Context: an optimization exercise on an open-source flow, tuned for small area. The choices shown serve that exercise and are no tape-out recipe. Only simulation tests tie the RTL to the original design; equivalence was not proved. Power figures rest on the tool's default switching activity, not on a simulated workload.

==> run X: inputs <==
==> flow/design.v <==
module regfile_mp #(
  parameter int DATA_W   = 32,
  parameter int ADDR_W   = 6,
  parameter int ZERO_REG = 1
) (
  input  logic              clock,
  input  logic              reset_n,
  input  logic              read,
  input  logic              write,
  input  logic [ADDR_W-1:0] rs,
  input  logic [ADDR_W-1:0] rt,
  input  logic [ADDR_W-1:0] rd,
  input  logic [DATA_W-1:0] datain,
  output logic [DATA_W-1:0] rs_out,
  output logic [DATA_W-1:0] rt_out,
  output logic              busy
);
  localparam int DEPTH = 1 << ADDR_W;
  localparam int LO    = (ZERO_REG != 0) ? 1 : 0;
  localparam int NE    = DEPTH - LO;    
  logic [ADDR_W-1:0] cnt_q;
  logic              busy_q;
  always_ff @(posedge clock) begin
    if (!reset_n) begin
      cnt_q  <= '0;
      busy_q <= 1'b1;
    end else begin
      cnt_q  <= cnt_q + ADDR_W'(1);
      if (cnt_q == '1) busy_q <= 1'b0;
    end
  end
  assign busy = busy_q;
  logic [DATA_W-1:0] mem_q [LO:DEPTH-1];
  logic [DATA_W-1:0] wdata, wdata_n;
  assign wdata_n = ~(datain & {DATA_W{!busy_q}});
  for (genvar b = 0; b < DATA_W; b++) begin : g_wd
    regfile_mp_inv u_wd (.a(wdata_n[b]), .y(wdata[b]));
  end
  localparam int HB = ADDR_W / 2;
  localparam int LB = ADDR_W - HB;
  localparam int NH = 1 << HB;
  localparam int NL = 1 << LB;
  logic en, hold;
  assign en   = read && !busy_q && reset_n;
  assign hold = reset_n && !(read && !busy_q);
  logic [NH-1:0] wh, sh, th;
  logic [NL-1:0] wl, sl, tl;
  logic rs_byp, rt_byp;
  assign rs_byp = en && write && rd == rs && !(ZERO_REG != 0 && rs == '0);
  assign rt_byp = en && write && rd == rt && !(ZERO_REG != 0 && rt == '0);
  for (genvar j = 0; j < NH; j++) begin : g_ph
    assign wh[j]   = write && rd[ADDR_W-1:LB] == HB'(j);
    assign sh[j]   = en && !rs_byp && rs[ADDR_W-1:LB] == HB'(j);
    assign th[j]   = en && !rt_byp && rt[ADDR_W-1:LB] == HB'(j);
  end
  for (genvar k = 0; k < NL; k++) begin : g_pl
    assign wl[k]   = rd[LB-1:0] == LB'(k);
    assign sl[k]   = rs[LB-1:0] == LB'(k);
    assign tl[k]   = rt[LB-1:0] == LB'(k);
  end
  logic [NE-1:0] rs_sel, rt_sel;
  for (genvar i = LO; i < DEPTH; i++) begin : g_row
    localparam int J = i >> LB;
    localparam int K = i & (NL - 1);
    logic nwe, we, ns, nt;
    regfile_mp_aoi21 u_nwe  (.a0(wh[J]), .a1(wl[K]), .b(busy_q), .y(nwe));
    regfile_mp_inv   u_we   (.a(nwe), .y(we));
    regfile_mp_nand2 u_ns   (.a(sh[J]), .b(sl[K]), .y(ns));
    regfile_mp_inv   u_s    (.a(ns), .y(rs_sel[i-LO]));
    regfile_mp_nand2 u_nt   (.a(th[J]), .b(tl[K]), .y(nt));
    regfile_mp_inv   u_t    (.a(nt), .y(rt_sel[i-LO]));
    always_ff @(posedge clock) begin
      if (we) mem_q[i] <= wdata;
    end
  end
  logic [NE-1:0][DATA_W-1:0] ent;
  for (genvar i = LO; i < DEPTH; i++) begin : g_ent
    assign ent[i-LO] = mem_q[i];
  end
  logic [DATA_W-1:0] rs_d, rt_d;
  regfile_mp_rdmux #(.NE(NE), .W(DATA_W)) u_rs (
    .sel(rs_sel), .ent(ent), .byp(rs_byp), .din(datain), .hold(hold), .q(rs_out), .d(rs_d)
  );
  regfile_mp_rdmux #(.NE(NE), .W(DATA_W)) u_rt (
    .sel(rt_sel), .ent(ent), .byp(rt_byp), .din(datain), .hold(hold), .q(rt_out), .d(rt_d)
  );
  always_ff @(posedge clock) begin
    rs_out <= rs_d;
    rt_out <= rt_d;
  end
endmodule
module regfile_mp_rdmux #(
  parameter int NE = 63,
  parameter int W  = 32
) (
  input  logic [NE-1:0]        sel,
  input  logic [NE-1:0][W-1:0] ent,
  input  logic                 byp,
  input  logic [W-1:0]         din,
  input  logic                 hold,
  input  logic [W-1:0]         q,
  output logic [W-1:0]         d
);
  localparam int NT = NE + 2;
  logic [NT-1:0] s;
  assign s = {hold, byp, sel};
  for (genvar b = 0; b < W; b++) begin : g_bit
    logic [NT-1:0] t;
    for (genvar i = 0; i < NE; i++) begin : g_t
      assign t[i] = ent[i][b];
    end
    assign t[NE]   = din[b];
    assign t[NE+1] = q[b];
    regfile_mp_orsel #(.N(NT)) u_or (.s(s), .t(t), .y(d[b]));
  end
endmodule
module regfile_mp_orsel #(
  parameter int N = 65
) (
  input  logic [N-1:0] s,
  input  logic [N-1:0] t,
  output logic         y
);
  localparam int NG = (N + 2) / 3;         
  localparam int NF = (NG + 3) / 4;        
  localparam int NH = (NF + 2) / 3;        
  logic [NG-1:0] p;
  logic [NF-1:0] f;
  logic [NH-1:0] h;
  for (genvar g = 0; g < NG; g++) begin : g_grp
    if (3 * g + 2 < N) begin : g_3
      regfile_mp_aoi222 u (.a0(s[3*g]), .b0(t[3*g]), .a1(s[3*g+1]), .b1(t[3*g+1]),
                           .a2(s[3*g+2]), .b2(t[3*g+2]), .y(p[g]));
    end else if (3 * g + 1 < N) begin : g_2
      regfile_mp_aoi22 u (.a0(s[3*g]), .b0(t[3*g]), .a1(s[3*g+1]), .b1(t[3*g+1]), .y(p[g]));
    end else begin : g_1
      regfile_mp_nand2 u (.a(s[3*g]), .b(t[3*g]), .y(p[g]));
    end
  end
  for (genvar k = 0; k < NF; k++) begin : g_f
    localparam int A = (k * NG) / NF;
    localparam int B = ((k + 1) * NG) / NF;
    if (B - A == 4) begin : g_4
      regfile_mp_nand4 u (.a(p[A]), .b(p[A+1]), .c(p[A+2]), .d(p[A+3]), .y(f[k]));
    end else if (B - A == 3) begin : g_3
      regfile_mp_nand3 u (.a(p[A]), .b(p[A+1]), .c(p[A+2]), .y(f[k]));
    end else if (B - A == 2) begin : g_2
      regfile_mp_nand2 u (.a(p[A]), .b(p[A+1]), .y(f[k]));
    end else begin : g_1
      regfile_mp_inv u (.a(p[A]), .y(f[k]));
    end
  end
  for (genvar k = 0; k < NH; k++) begin : g_h
    localparam int A = (k * NF) / NH;
    localparam int B = ((k + 1) * NF) / NH;
    if (B - A == 3) begin : g_3
      regfile_mp_nor3 u (.a(f[A]), .b(f[A+1]), .c(f[A+2]), .y(h[k]));
    end else if (B - A == 2) begin : g_2
      regfile_mp_nor2 u (.a(f[A]), .b(f[A+1]), .y(h[k]));
    end else begin : g_1
      regfile_mp_inv u (.a(f[A]), .y(h[k]));
    end
  end
  assign y = ~&h;
endmodule
module regfile_mp_aoi222 (
  input  logic a0, b0, a1, b1, a2, b2,
  output logic y
);
  assign y = ~((a0 & b0) | (a1 & b1) | (a2 & b2));
endmodule
module regfile_mp_aoi22 (
  input  logic a0, b0, a1, b1,
  output logic y
);
  assign y = ~((a0 & b0) | (a1 & b1));
endmodule
module regfile_mp_nand4 (
  input  logic a, b, c, d,
  output logic y
);
  assign y = ~(a & b & c & d);
endmodule
module regfile_mp_nand3 (
  input  logic a, b, c,
  output logic y
);
  assign y = ~(a & b & c);
endmodule
module regfile_mp_nand2 (
  input  logic a, b,
  output logic y
);
  assign y = ~(a & b);
endmodule
module regfile_mp_aoi21 (
  input  logic a0, a1, b,
  output logic y
);
  assign y = ~((a0 & a1) | b);
endmodule
module regfile_mp_nor3 (
  input  logic a, b, c,
  output logic y
);
  assign y = ~(a | b | c);
endmodule
module regfile_mp_nor2 (
  input  logic a, b,
  output logic y
);
  assign y = ~(a | b);
endmodule
module regfile_mp_inv (
  input  logic a,
  output logic y
);
  assign y = ~a;
endmodule
==> flow/flow/run.sh <==
#!/bin/bash
# Own layout flow: the standard ORFS flow (standard.sh, unchanged
# synthesis and floorplan) with three changes:
#  - before each global placement the register-file flip-flops are placed as
#    a regular array and fixed (array_place.tcl), and released afterwards
#    (array_release.tcl), so rows and columns of the file get short nets;
#  - port buffers use sky130_fd_sc_hd__buf_1;
#  - clock tree synthesis does not insert dummy loads.
# Each step's full output goes to the ORFS logs under orfs/logs/; make's own
# output goes to flow_make.log here.
set -euo pipefail
here=$(pwd)
export PRE_GLOBAL_PLACE_SKIP_IO_TCL=$here/flow/array_place.tcl
export PRE_GLOBAL_PLACE_TCL=$here/flow/array_place.tcl
export POST_GLOBAL_PLACE_TCL=$here/flow/array_release.tcl
export BUFFER_PORTS_ARGS="-buffer_cell sky130_fd_sc_hd__buf_1"
export CTS_ARGS="-sink_clustering_enable -repair_clock_nets -dont_use_dummy_load -sink_clustering_size 18 -sink_clustering_max_diameter 45 -buf_list sky130_fd_sc_hd__clkbuf_8"
bash standard.sh > flow_make.log 2>&1
==> flow/flow/array_place.tcl <==
# Places the register-file flip-flops as a regular array before global
# placement and fixes them there; global placement then places the rest of
# the logic around them. Entry r (1..63) takes two placement rows, bits 0-15
# in the first and 16-31 in the second, bit b in column b mod 16, so the
# per-entry select and write-enable nets run along rows and the per-bit data
# nets run along columns. The read-port output registers take four rows in
# the middle of the array, in the same columns.

set block [ord::get_db_block]
set core  [$block getCoreArea]
set cx0   [$core xMin]
set cx1   [$core xMax]

# Rows, bottom to top.
set rows {}
foreach r [$block getRows] {
  lappend rows [list [lindex [$r getOrigin] 1] $r]
}
set rows [lsort -integer -index 0 $rows]
set nrows [llength $rows]

# Occupied intervals per row (fixed cells such as tap cells), keyed by row y.
array set occ {}
foreach inst [$block getInsts] {
  if {[$inst getPlacementStatus] eq "LOCKED"} {
    set bb [$inst getBBox]
    lappend occ([$bb yMin]) [list [$bb xMin] [$bb xMax]]
  }
}

set ncol 16
set colw [expr {double($cx1 - $cx0) / $ncol}]

# Logical flop rows: entries 1..31, output rows, entries 32..63.
set lrows {}
for {set e 1} {$e <= 31} {incr e} { lappend lrows [list mem $e 0] [list mem $e 1] }
lappend lrows [list rs_out 0 0] [list rs_out 0 1] [list rt_out 0 0] [list rt_out 0 1]
for {set e 32} {$e <= 63} {incr e} { lappend lrows [list mem $e 0] [list mem $e 1] }
set nl [llength $lrows]

# Instances by name.
proc find_inst {block name} {
  return [$block findInst $name]
}

proc free_x {rowy x w site} {
  # nearest site-aligned x with [x, x+w) free in the row, searching outwards
  global occ
  set ivs {}
  if {[info exists occ($rowy)]} { set ivs $occ($rowy) }
  for {set k 0} {$k < 400} {incr k} {
    foreach cand [list [expr {$x + $k * $site}] [expr {$x - $k * $site}]] {
      set ok 1
      foreach iv $ivs {
        if {$cand < [lindex $iv 1] && [lindex $iv 0] < $cand + $w} { set ok 0; break }
      }
      if {$ok} { return $cand }
    }
  }
  return $x
}

set placed 0
for {set i 0} {$i < $nl} {incr i} {
  lassign [lindex $lrows $i] kind e half
  set ri [expr {int(($i + 0.5) * $nrows / $nl)}]
  lassign [lindex $rows $ri] rowy row
  set site [[$row getSite] getWidth]
  set rx0 [lindex [$row getOrigin] 0]
  set rx1 [expr {$rx0 + [$row getSiteCount] * $site}]
  for {set c 0} {$c < $ncol} {incr c} {
    set b [expr {$c + $half * $ncol}]
    if {$kind eq "mem"} {
      set name "mem_q\\\[$e\\\]\\\[$b\\\]\$_DFFE_PP_"
    } else {
      set name "$kind\\\[$b\\\]\$_DFF_P_"
    }
    set inst [$block findInst $name]
    if {$inst eq "NULL"} { puts "array_place: no instance $name"; continue }
    set w [[$inst getMaster] getWidth]
    set xc [expr {$cx0 + ($c + 0.5) * $colw}]
    set x  [expr {$rx0 + int(round(($xc - $w / 2.0 - $rx0) / $site)) * $site}]
    if {$x < $rx0} { set x $rx0 }
    if {$x + $w > $rx1} { set x [expr {$rx1 - $w}] }
    set x [free_x $rowy $x $w $site]
    $inst setPlacementStatus PLACED
    $inst setOrient [$row getOrient]
    $inst setLocation $x $rowy
    $inst setPlacementStatus FIRM
    lappend occ($rowy) [list $x [expr {$x + $w}]]
    incr placed
  }
}
puts "array_place: fixed $placed flip-flops in $nl of $nrows rows"

# The inverters that end each entry's decoder drive a whole row of the
# array (32 cells); size them for it here, so that repair does not buffer
# those nets instead; likewise the inverters that drive each column's write
# data (63 entries). The small gates of the read trees and of the decoders
# that drive one or a few nearby loads need no more than the smallest size.
set db [ord::get_db]
set inv2 [$db findMaster sky130_fd_sc_hd__inv_2]
set inv4 [$db findMaster sky130_fd_sc_hd__inv_4]
foreach {big sm} {a22oi_2 a22oi_1 nor3_2 nor3_1 a21oi_2 a21oi_1} {
  set small(sky130_fd_sc_hd__$big) [$db findMaster sky130_fd_sc_hd__$sm]
}
set nsz 0
set nds 0
set nwd 0
foreach inst [$block getInsts] {
  set m [[$inst getMaster] getName]
  if {[info exists small($m)]} {
    # gates of the read trees and decoders that drive a single nearby load
    set ot [$inst findITerm Y]
    if {$ot ne "NULL" && [$ot getNet] ne "NULL" && [llength [[$ot getNet] getITerms]] <= 4} {
      $inst swapMaster $small($m)
      incr nds
      continue
    }
  }
  if {![regexp {__(clk)?inv_[0-9]+$} $m]} continue
  set it [$inst findITerm A]
  if {$it eq "NULL"} continue
  set in [$it getNet]
  if {$in eq "NULL"} continue
  if {[regexp {g_row\\?\[[0-9]+\\?\]\.(nwe|ns|nt)$} [$in getName]]} {
    if {$m ne "sky130_fd_sc_hd__inv_2"} {
      $inst swapMaster $inv2
    }
    incr nsz
    continue
  }
  set ot [$inst findITerm Y]
  if {$ot eq "NULL"} continue
  set on [$ot getNet]
  if {$on eq "NULL"} continue
  if {[regexp {^(wdata|g_wd\\?\[[0-9]+\\?\]\.u_wd\.y)} [$on getName]]} {
    if {$m ne "sky130_fd_sc_hd__inv_4"} {
      $inst swapMaster $inv4
    }
    incr nwd
  }
}
puts "array_place: $nsz row drivers set to inv_2, $nwd data drivers set to inv_4, $nds small gates set to size 1"
==> flow/flow/array_release.tcl <==
# Releases the flip-flops that array_place.tcl fixed, so that later steps
# may legalise them like any other cell.
set n 0
foreach inst [[ord::get_db_block] getInsts] {
  if {[$inst getPlacementStatus] eq "FIRM"} {
    $inst setPlacementStatus PLACED
    incr n
  }
}
puts "array_release: released $n instances"
==> flow/standard.sh <==
#!/bin/bash
# synth_recipe.tcl (not shown) runs the flow's synth.tcl, then flattens the netlist and writes it again
# the make line also repeats each setting of config.mk as NAME=value (left out here)
make -C /OpenROAD-flow-scripts/flow DESIGN_CONFIG=/design/flow/config.mk WORK_HOME=/design/flow/orfs CLKGATE_MAP_FILE= SYNTH_SCRIPT=/design/flow/synth_recipe.tcl "${@:-finish}"
==> flow/config.mk <==
export PLATFORM = sky130hd
export DESIGN_NAME = regfile_mp
export DESIGN_NICKNAME = regfile_mp
export VERILOG_FILES = /design/flow/design.v
export SDC_FILE = /design/flow/constraint.sdc
export NUM_CORES = 4
export LEC_CHECK = 0
export CAP_MARGIN = 20
export CORE_MARGIN = 2
export CORE_UTILIZATION = 65
export SLEW_MARGIN = 20
export SYNTH_HIERARCHICAL = 1
export SYNTH_MINIMUM_KEEP_SIZE = 0
==> flow/constraint.sdc <==
create_clock -name core_clock -period 5.0 [get_ports {clock}]
set_input_delay 1.0000 -clock core_clock [delete_from_list [all_inputs] [get_ports {clock}]]
set_output_delay 1.0000 -clock core_clock [all_outputs]
set_load 0.01 [all_outputs]
==> inputs of run F, as changes to run X <==
--- a/flow/design.v
+++ b/flow/design.v
@@ -46,11 +46,8 @@
   logic [NH-1:0] wh, sh, th;
   logic [NL-1:0] wl, sl, tl;
-  logic rs_byp, rt_byp;
-  assign rs_byp = en && write && rd == rs && !(ZERO_REG != 0 && rs == '0);
-  assign rt_byp = en && write && rd == rt && !(ZERO_REG != 0 && rt == '0);
   for (genvar j = 0; j < NH; j++) begin : g_ph
     assign wh[j]   = write && rd[ADDR_W-1:LB] == HB'(j);
-    assign sh[j]   = en && !rs_byp && rs[ADDR_W-1:LB] == HB'(j);
-    assign th[j]   = en && !rt_byp && rt[ADDR_W-1:LB] == HB'(j);
+    assign sh[j]   = en && rs[ADDR_W-1:LB] == HB'(j);
+    assign th[j]   = en && rt[ADDR_W-1:LB] == HB'(j);
   end
   for (genvar k = 0; k < NL; k++) begin : g_pl
@@ -66,7 +63,7 @@
     regfile_mp_aoi21 u_nwe  (.a0(wh[J]), .a1(wl[K]), .b(busy_q), .y(nwe));
     regfile_mp_inv   u_we   (.a(nwe), .y(we));
-    regfile_mp_nand2 u_ns   (.a(sh[J]), .b(sl[K]), .y(ns));
+    regfile_mp_nand3 u_ns   (.a(sh[J]), .b(sl[K]), .c(nwe), .y(ns));
     regfile_mp_inv   u_s    (.a(ns), .y(rs_sel[i-LO]));
-    regfile_mp_nand2 u_nt   (.a(th[J]), .b(tl[K]), .y(nt));
+    regfile_mp_nand3 u_nt   (.a(th[J]), .b(tl[K]), .c(nwe), .y(nt));
     regfile_mp_inv   u_t    (.a(nt), .y(rt_sel[i-LO]));
     always_ff @(posedge clock) begin
@@ -74,4 +71,7 @@
     end
   end
+  logic rs_byp, rt_byp;
+  assign rs_byp = en && write && rd == rs && !(ZERO_REG != 0 && rs == '0);
+  assign rt_byp = en && write && rd == rt && !(ZERO_REG != 0 && rt == '0);
   logic [NE-1:0][DATA_W-1:0] ent;
   for (genvar i = LO; i < DEPTH; i++) begin : g_ent
CORE_UTILIZATION = 55   (was 65)
==> summary of the runs <==
Run X finished clean. Run F completed with no timing, DRC or antenna violations. Flip-flop and latch count is the same in run F and run X. Clock power: run F is higher than run X (4.8%). Non-clock buffer count: run X is higher than run F (268). Power: run F is larger than run X (about 1.4%). Against run X, the routed wire length of run F is larger by 4.1%. In run F the utilization is lower than in run X, by 13 points. Sequential power is about the same in run X and run F. Critical path depth: run F is lower than run X (6). Against run X, the via count of run F is lower by about 3%. Against run F, the synthesized cell count of run X is larger by 0.24%.

-- port drivers added, routing unchanged --
How much do the figures lean on ideal ports? The routed layouts below were timed once more, with nothing changed but the port constraints.
Step 1 assumes that a clkbuf_16 drives the clock port and a buf_2 every other input.
Step 2 also shifts input and output timing later by t, the mid clock arrival at the registers, as if the neighbouring blocks saw the same clock.
Three values: ideal, step 1, step 2; two values: the first two.
run | t, ns | setup WS [ns] | clock arrival spread, ns
run X | 1.005 | 0.887 / 0.887 / -0.118 | 0.071 / 0.072
run F | 0.971 | 1.225 / 1.204 / 0.234 | 0.095 / 0.095
With both steps, setup timing fails in run X, where it was met with ideal ports. For run X, which loses most, drivers alone change the setup slack by 0.000 ns; drivers and shift together by -1.005 ns.
